This is an optimization exercise on Yosys and OpenROAD, whose aim is small area, a short achievable clock period and few clock cycles per item, not a production implementation. Only simulation tests tie the RTL to the original design; equivalence was not proved.

Design hsv_to_rgb_converter_core, start of the top module:
module hsv_to_rgb_converter_core (
    input  logic                    clk,
    input  logic                    rst_n,
    input  logic                    pixel_valid,
    output logic                    pixel_ready,
    input  hsv2rgb_pkg::hsv_pixel_t pixel,
    output logic                    color_valid,
    input  logic                    color_ready,
    output hsv2rgb_pkg::rgb_pixel_t color
);
Size in the first run: ~1900 cells after synthesis.
clock: 8.0 ns
lec_check: 0
cap_margin: 20
core_margin: 2
core_utilization: 40
setup_slack_margin: 3.0
slew_margin: 20
synth_hierarchical: 1
synth_minimum_keep_size: 0
run.sh (not shown) runs the stock make flow with config.mk's settings and CLKGATE_MAP_FILE= SYNTH_SCRIPT=/design/flow/synth_recipe.tcl, a recipe that flattens the netlist after the stock synthesis.
Testbench counts at the start, summed over its fixed seeds: cycles 16,024, items 16,000.
Then changed:
Settings changed: CORE_UTILIZATION 40 to 50, GPL_ROUTABILITY_DRIVEN set to 0, SETUP_SLACK_MARGIN 3.0 to 3.2.
=>
- clock-buffer cell count does not change
- setup slack gains 0.12 ns
- cell area rises by 0.91%
- via count rises by 0.65%
- worst hold slack gains 0.010 ns
- wire length falls by 0.66%
- global-route usage rises by 5.3 points
Then changed:
Settings changed: CORE_UTILIZATION 50 to 40, GPL_ROUTABILITY_DRIVEN 0 to not set, TNS_END_PERCENT set to 30.
Worst setup slack loses 0.038 ns.
Via count falls by 0.62%.
Final cell count rises by 5.3%.
Synthesized area stays the same.


== garnet ==
Another version of the RTL of hsv_to_rgb_converter_core (not shown whole).
For scale: about 2000 cells after synthesis, about 170 flip-flops, about 69 I/O pins.
clock: 8.0 ns
lec_check: 0
cap_margin: 20
core_margin: 2
core_utilization: 40
slew_margin: 20
synth_hierarchical: 1
synth_minimum_keep_size: 0
Testbench counts of garnet, summed over its fixed seeds: cycles 16,032, items 16,000.
Setup changes, garnet to tundra
# garnet
export LEC_CHECK = 0
export CAP_MARGIN = 20
export CORE_MARGIN = 2
export CORE_UTILIZATION = 40
export SLEW_MARGIN = 20
export SYNTH_HIERARCHICAL = 1
export SYNTH_MINIMUM_KEEP_SIZE = 0
create_clock -name core_clock -period 8.0 [get_ports {clk}]
# tundra
export LEC_CHECK = 0
export ABC_CLOCK_PERIOD_IN_PS = 4000
export CAP_MARGIN = 20
export CORE_MARGIN = 2
export CORE_UTILIZATION = 40
export SETUP_SLACK_MARGIN = 3.5
export SLEW_MARGIN = 20
export SYNTH_HIERARCHICAL = 1
export SYNTH_MINIMUM_KEEP_SIZE = 0
create_clock -name core_clock -period 8.0 [get_ports {clk}]
[summary]
- The fill cell instance count of the final layout in tundra sits 240 below the value recorded for garnet.
- As of tundra, wire length reported by the detailed router had risen by more than 10% compared to garnet.
Setup changes, tundra to zinc
# tundra
export LEC_CHECK = 0
export ABC_CLOCK_PERIOD_IN_PS = 4000
export CAP_MARGIN = 20
export CORE_MARGIN = 2
export CORE_UTILIZATION = 40
export SETUP_SLACK_MARGIN = 3.5
export SLEW_MARGIN = 20
export SYNTH_HIERARCHICAL = 1
export SYNTH_MINIMUM_KEEP_SIZE = 0
create_clock -name core_clock -period 8.0 [get_ports {clk}]
# zinc
export LEC_CHECK = 0
export ABC_CLOCK_PERIOD_IN_PS = 4000
export CAP_MARGIN = 20
export CORE_MARGIN = 2
export CORE_UTILIZATION = 40
export SETUP_SLACK_MARGIN = 2.5
export SLEW_MARGIN = 20
export SYNTH_HIERARCHICAL = 1
export SYNTH_MINIMUM_KEEP_SIZE = 0
create_clock -name core_clock -period 8.0 [get_ports {clk}]
Findings:
- Taking tundra as the reference, in zinc count of clock-buffer cells in the layout moved up; hold slack picked up an extra 0.0035 ns.
- Diff tundra -> zinc: finished layout cell area saw a decrease; data arrival at the endpoint of the critical path saw an increase.
- In the metrics for tundra and zinc, the one carrying the higher final weighted congestion in routability-driven placement is tundra.


build 45:
RTL: one of the versions met above, not the one the previous note started from.
Size in the first run: about 1900 cells after synthesis, ~160 flip-flops, about 20000 sq um of cells after synthesis.
## hsv_to_rgb_converter_core
module hsv_to_rgb_converter_core (
    input  logic                    clk,
    input  logic                    rst_n,
    input  logic                    pixel_valid,
    output logic                    pixel_ready,
    input  hsv2rgb_pkg::hsv_pixel_t pixel,
    output logic                    color_valid,
    input  logic                    color_ready,
    output hsv2rgb_pkg::rgb_pixel_t color
);
    logic adv;
    logic val1, val2, val3;
    logic [12:0] v0, s0;
    always_comb begin
        s0 = pixel.saturation[12] ? 13'd4096 : pixel.saturation;
        v0 = pixel.brightness[12] ? 13'd4096 : pixel.brightness;
    end
    logic [6:0]  sone0, stwo0, sneg0;
    logic [14:0] sx0;
    always_comb begin
        sx0 = {1'b0, s0, 1'b0};
        for (int k = 0; k < 7; k++) begin
            sone0[k] = sx0[2*k+1] ^ sx0[2*k];
            stwo0[k] = (~sx0[2*k+2] & sx0[2*k+1] & sx0[2*k]) | (sx0[2*k+2] & ~sx0[2*k+1] & ~sx0[2*k]);
            sneg0[k] = sx0[2*k+2] & ~(sx0[2*k+1] & sx0[2*k]);
        end
    end
    logic [12:0] v1, h1;
    logic [6:0]  sone1, stwo1, sneg1;
    always_ff @(posedge clk) begin
        if (adv) begin
            v1    <= v0;
            sone1 <= sone0;
            stwo1 <= stwo0;
            sneg1 <= sneg0;
            h1    <= pixel.hue;
        end
    end
    logic [24:0] m2;
    logic [12:0] v2;
    logic [5:0]  fone1, ftwo1, fneg1;
    logic [5:0]  fone2, ftwo2, fneg2;
    logic [2:0]  sec2;
    logic [24:0] m_sa, m_sb;
    logic [12:0] fx1;
    logic mpp_0_0;
    assign mpp_0_0 = ((sone1[0] & v1[0]) | 1'b0) ^ sneg1[0];
    logic mpp_0_1;
    assign mpp_0_1 = ((sone1[0] & v1[1]) | (stwo1[0] & v1[0])) ^ sneg1[0];
    logic mpp_0_2;
    assign mpp_0_2 = ((sone1[0] & v1[2]) | (stwo1[0] & v1[1])) ^ sneg1[0];
    logic mpp_0_3;
    assign mpp_0_3 = ((sone1[0] & v1[3]) | (stwo1[0] & v1[2])) ^ sneg1[0];
    logic mpp_0_4;
    assign mpp_0_4 = ((sone1[0] & v1[4]) | (stwo1[0] & v1[3])) ^ sneg1[0];
    logic mpp_0_5;
    assign mpp_0_5 = ((sone1[0] & v1[5]) | (stwo1[0] & v1[4])) ^ sneg1[0];
    logic mpp_0_6;
    assign mpp_0_6 = ((sone1[0] & v1[6]) | (stwo1[0] & v1[5])) ^ sneg1[0];
    logic mpp_0_7;
    assign mpp_0_7 = ((sone1[0] & v1[7]) | (stwo1[0] & v1[6])) ^ sneg1[0];
  ...
export LEC_CHECK = 0
export ABC_CLOCK_PERIOD_IN_PS = 4000
export CAP_MARGIN = 20
export CORE_MARGIN = 2
export CORE_UTILIZATION = 40
export SETUP_SLACK_MARGIN = 3.2
export SLEW_MARGIN = 20
export SYNTH_HIERARCHICAL = 1
export SYNTH_MINIMUM_KEEP_SIZE = 0
create_clock -name core_clock -period 8.0 [get_ports {clk}]
Build 45: full flow OK, the timing, design-rule and antenna checks passed
Testbench counts of build 45, summed over its fixed seeds: cycles 16,024, items 16,000.
Relative to build 45, the following input files were edited for build 33:
- changing SETUP_SLACK_MARGIN from 3.2 to 3.4
- removing ABC_CLOCK_PERIOD_IN_PS (formerly 4000)
==> run summary <==
- Build 33 vs. build 45: core occupancy in the finished layout has increased, cell area after layout rose 3.2%, detailed-route wire length on metal 1 up 720 um.
- Looking at build 33 and build 45, the clock skew is a wash.
- Measured against each other, build 33 and build 45 differ in first-pass GRT wire length, the lower figure coming from build 45.


Another version of the RTL of hsv_to_rgb_converter_core (not shown whole).
Settings: LEC_CHECK=0, ABC_CLOCK_PERIOD_IN_PS=4000, CAP_MARGIN=20, CORE_MARGIN=2, CORE_UTILIZATION=40, SETUP_SLACK_MARGIN=3.6, SLEW_MARGIN=20, SYNTH_HIERARCHICAL=1, SYNTH_MINIMUM_KEEP_SIZE=0; clock period 8.0 ns.
The starting point ran to the end with no violations.
Testbench counts at the start, summed over its fixed seeds: cycles 16,024, items 16,000.
Edit:
Settings changed: CAP_MARGIN 20 to 5, CORE_UTILIZATION 40 to 60, SETUP_SLACK_MARGIN 3.6 to 3.2, SLEW_MARGIN 20 to 5.
- cell area is lower by 3.4%
- via count goes up by about 0.5%
- fmax goes up by about 0.46%
- critical path depth drops by 1
- routed wire length drops by 3.4%
- sequential cell count is unchanged
- utilization rose by 23 points
- worst setup slack gains 0.022 ns
- worst hold slack got worse by 0.0085 ns
- synthesized area stays the same
Edit:
Settings changed: ABC_CLOCK_PERIOD_IN_PS 4000 to unset, CAP_MARGIN 5 to 20, CORE_UTILIZATION 60 to 40, CTS_BUF_LIST set to sky130_fd_sc_hd__clkbuf_4 sky130_fd_sc_hd__clkbuf_8, SLEW_MARGIN 5 to 20.
Effect: Hold slack gets worse by 0.0050 ns; via count went down by 0.35%; wire length went up by 3.6%; core utilization went down by 24 points.
Edit:
Settings changed: ABC_CLOCK_PERIOD_IN_PS set to 4000, CTS_BUF_LIST sky130_fd_sc_hd__clkbuf_4 sky130_fd_sc_hd__clkbuf_8 to unset.
What happened: Worst setup slack improves by 0.10 ns; non-clock buffer count drops by 7; design area rose by 0.30%; maximum frequency increases by about 2%; wire length shrinks by 0.86%; clock-buffer cell count does not change; utilization increases by 0.15 points; worst hold slack gets worse by 0.0050 ns.

==> re-timing with driven ports <==
How much do the figures lean on ideal ports? The routed layouts below were timed once more, with nothing changed but the port constraints. Step 1: set_driving_cell puts a clkbuf_16 on clk and a buf_2 on each other input, an assumption about the parent block. Step 2 times the ports against the registers' clock, not the clock port: input delays grow and output delays shrink by t, the midpoint of the rising clock arrivals with the driver on. Slacks: ideal / step 1 / step 2; pairs: ideal / step 1.
| run | t (ns) | setup slack, ns | worst setup path after step 2 | slew at the worst register clock pin (ns) |
|---|---|---|---|---|
| the first run of note 1 | 0.509 | 2.904 / 2.904 / 2.904 | register to register | 0.07 / 0.07 |
| the second run of note 1 | 0.516 | 3.028 / 3.028 / 3.028 | register to register | 0.07 / 0.07 |
| the third run of note 1 | 0.538 | 2.990 / 2.990 / 2.990 | register to register | 0.08 / 0.08 |
| garnet | 0.543 | 1.911 / 1.911 / 1.911 | register to register | 0.07 / 0.07 |
| tundra | 0.542 | 2.771 / 2.771 / 2.771 | register to register | 0.08 / 0.08 |
| zinc | 0.544 | 2.682 / 2.682 / 2.654 | input to register | 0.07 / 0.07 |
| build 45 | 0.533 | 3.063 / 3.063 / 3.063 | register to register | 0.07 / 0.07 |
| build 33 | 0.538 | 2.977 / 2.977 / 2.977 | register to register | 0.07 / 0.07 |
| the first run of note 4 | 0.544 | 3.142 / 3.105 / 3.142 | register to register | 0.07 / 0.07 |
| the second run of note 4 | 0.510 | 3.164 / 3.139 / 3.164 | register to register | 0.08 / 0.08 |
| the third run of note 4 | 0.603 | 3.075 / 3.025 / 3.174 | register to register | 0.10 / 0.10 |
| the fourth run of note 4 | 0.528 | 3.175 / 3.124 / 3.176 | register to register | 0.07 / 0.07 |
After both steps setup and hold are still met in every run listed. For zinc, which loses most, drivers alone change the setup slack by 0.000 ns; drivers and shift together by -0.028 ns.
